Source: an optimization exercise on an open RTL-to-GDS flow (aim: small area, a short achievable clock period and few clock cycles per item). Production flows keep margins and buffers that such runs may drop.
In this exercise RTL edits were held to simulation tests only and were not proved equivalent to the original.
No activity file was given, so power comes from the tool's default toggle rates.

Setup of run 1:
## cm_top
module cm_top #(
    parameter logic [31:0] RF_BADDR = 32'd0      
) (
    input  wire         clk,
    input  wire         rst_n,
    input  wire  [31:0] rf_addr,
    input  wire         rf_wr,
    input  wire  [31:0] rf_cfg,
    output logic [31:0] rf_sts,
    output logic        mem_ce,
    output logic        mem_we,
    output logic [31:0] mem_addr,
    output logic [7:0]  mem_wr_data,
    input  wire  [7:0]  mem_rd_data
);
    logic sel_op1, sel_op2, sel_res, sel_nop, sel_start, sel_sts;
    logic [31:0] rf_q;
    assign sel_start = rf_wr & (rf_addr == RF_BADDR + 32'd4);
    assign sel_sts   = rf_wr & (rf_addr == RF_BADDR + 32'd5);
    always_ff @(posedge clk or negedge rst_n) begin
        if (!rst_n) begin
            sel_op1 <= 1'b0;
            sel_op2 <= 1'b0;
            sel_res <= 1'b0;
            sel_nop <= 1'b0;
        end else begin
            sel_op1 <= rf_wr & (rf_addr == RF_BADDR + 32'd0);
            sel_op2 <= rf_wr & (rf_addr == RF_BADDR + 32'd1);
            sel_res <= rf_wr & (rf_addr == RF_BADDR + 32'd2);
            sel_nop <= rf_wr & (rf_addr == RF_BADDR + 32'd3);
        end
    end
    always_ff @(posedge clk)
        rf_q <= rf_cfg;
    logic        running;        
    logic        done_q;         
    logic [10:1] s;              
    logic        first;          
    logic        second;         
    logic        last;           
    logic        rot;            
    logic        rz;             
    logic        ait;            
    logic        bit_q;          
    logic        b0;             
    logic [31:0] rd_cnt;         
    logic [31:0] nop_q;
    logic        go, pend, finish;
    logic        r_n, f_n, l_n;
    logic [10:1] s_n;
    assign go     = sel_start & rf_cfg[0] & ~running;
  ...
Size: ~1400 cells after synthesis, about 150 I/O pins, roughly 16000 µm² of cells after synthesis.
export LEC_CHECK = 0
export CAP_MARGIN = 20
export CORE_MARGIN = 2
export CORE_UTILIZATION = 55
export PLACE_DENSITY = 0.7
export SETUP_SLACK_MARGIN = 2.65
export SLEW_MARGIN = 20
create_clock -name core_clock -period 5.0 [get_ports {clk}]
standard.sh (not shown) runs the stock make flow with config.mk's settings and CLKGATE_MAP_FILE= SYNTH_SCRIPT=/design/flow/synth_recipe.tcl, a recipe that flattens the netlist after the stock synthesis.
==> flow/flow/run.sh <==
#!/bin/bash
# Standard layout, with plain buffers (instead of delay buffers) on the ports.
export BUFFER_PORTS_ARGS="-buffer_cell sky130_fd_sc_hd__buf_2"
bash standard.sh > standard.log 2>&1
Run 1 completed end to end with timing, DRC and antenna clean.
Testbench counts of run 1, summed over its fixed seeds: cycles 15,065, ops 1,445.
[inputs] run 2 vs run 1
- PLACE_DENSITY now 0.6, was 0.7
- CORE_UTILIZATION now 40, was 55
==> flow/flow/run.sh <==
#!/bin/bash
# Standard layout, with plain buffers (instead of delay buffers) on the ports
# and a clock tree of small buffers without dummy loads.
export BUFFER_PORTS_ARGS="-buffer_cell sky130_fd_sc_hd__buf_2"
export CTS_ARGS="-sink_clustering_enable -repair_clock_nets -dont_use_dummy_load -buf_list {sky130_fd_sc_hd__clkbuf_4 sky130_fd_sc_hd__clkbuf_8}"
bash standard.sh > standard.log 2>&1
Between run 2 and run 1, it is run 2 whose worst setup slack is higher, by 0.10 ns.
Sort run 2 and run 1 by combined global-route utilization of all metal layers, descending, and run 1 comes first.
Run 1 → run 2: part of the total power dissipated in the clock network went down 7.6 points, number of cells in the finished layout apart from fillers rose by 6.5%.
Higher total power consumption of the routed design among run 2 and run 1: run 1
Higher reported combinational group power goes to run 2 over run 1.
Total length of routed wires went up by a few percent going from run 1 to run 2.
Comparing run 2 and run 1, the higher post-route minimum period was measured on run 1.
> inputs changed (run 2 -> run 3)
- ABC_CLOCK_PERIOD_IN_PS: unset -> 2400
==> flow/flow/run.sh <==
#!/bin/bash
# Standard layout, with plain buffers (instead of delay buffers) on the ports.
export BUFFER_PORTS_ARGS="-buffer_cell sky130_fd_sc_hd__buf_2"
bash standard.sh > standard.log 2>&1
==> comparison <==
In terms of slack of the worst reg-to-reg path, run 3 and run 2 differ only marginally. Path depth of the worst reg2reg path in run 3 is 2 above run 2. Area of the die came out exactly the same in run 3 and run 2. Comparing run 2 with run 3, the global-route usage came out essentially unchanged. Changes observed in run 3 relative to run 2: internal portion of total power increased by about 15% relative to the old numbers, count of non-CTS buffers in the layout -13, number of setup buffers added after CTS now sits lower, slack of the critical path has decreased, logic depth of the worst setup path including buffers rose by 2.
Relative to run 3, the following input files were edited for run 4:
- swapping 2.65 for 2.55 in SETUP_SLACK_MARGIN
- clearing ABC_CLOCK_PERIOD_IN_PS, which used to be 2400
==> flow/flow/run.sh <==
#!/bin/bash
# Standard layout, with plain buffers (instead of delay buffers) on the ports
# and a clock tree without dummy loads.
export BUFFER_PORTS_ARGS="-buffer_cell sky130_fd_sc_hd__buf_2"
export CTS_ARGS="-sink_clustering_enable -repair_clock_nets -dont_use_dummy_load"
bash standard.sh > standard.log 2>&1
Findings:
- Going from run 3 to run 4, the relative area of clock buffers and inverters in the final design was found to have gone down by 1.2 points.
- Worst-path cell with the longest stage delay: sky130_fd_sc_hd__ha_1 -> run 3, sky130_fd_sc_hd__dfrtp_4 -> run 4
- Summary: register-to-register slack, run 4 worse than run 3
- Vias per cell: run 4 vs run 3 up about 1.3%
- | combinational share of power | run 3 vs run 4 | ≈ equal |
- On number of global-route vias before repair, run 3 and run 4 are basically level.
- Compared with run 3, run 4 ends up with a smaller final cell area.
- Diff run 3 -> run 4: sequential share of cell area moved up, power spent charging and discharging nets went down by 9.2%.
- From run 3 to run 4 the numbers moved as follows: clock network fraction of total power went down by 3.3 points, final period demand of the worst path higher.

port drivers added, routing unchanged:
The flow's constraints put no driver on any port. The routed layouts listed below were extracted and timed again, unchanged, in two steps.
Step 1 assumes that a clkbuf_16 drives the clock port and a buf_2 every other input.
Step 2 adds t to the input delays and takes it off the output delays; t is the mean of the earliest and latest rising clock arrival at the registers after step 1. Input paths then give back, and output paths get back, about the clock's delay inside the block.
Slacks: no drivers / after step 1 / after step 2; pairs: no drivers / after step 1.
| run | t, ns | setup WS [ns] | clock arrival spread, ns |
|---|---|---|---|
| run 1 | 0.563 | 2.537 / 2.537 / 2.537 | 0.034 / 0.034 |
| run 2 | 0.623 | 2.638 / 2.638 / 2.600 | 0.080 / 0.079 |
| run 3 | 0.567 | 2.629 / 2.629 / 2.625 | 0.024 / 0.025 |
| run 4 | 0.561 | 2.573 / 2.573 / 2.573 | 0.032 / 0.032 |
After both steps every run listed still meets setup and hold. The setup slack of run 2, which loses most, moves by 0.000 ns with the drivers and by -0.038 ns with both steps.
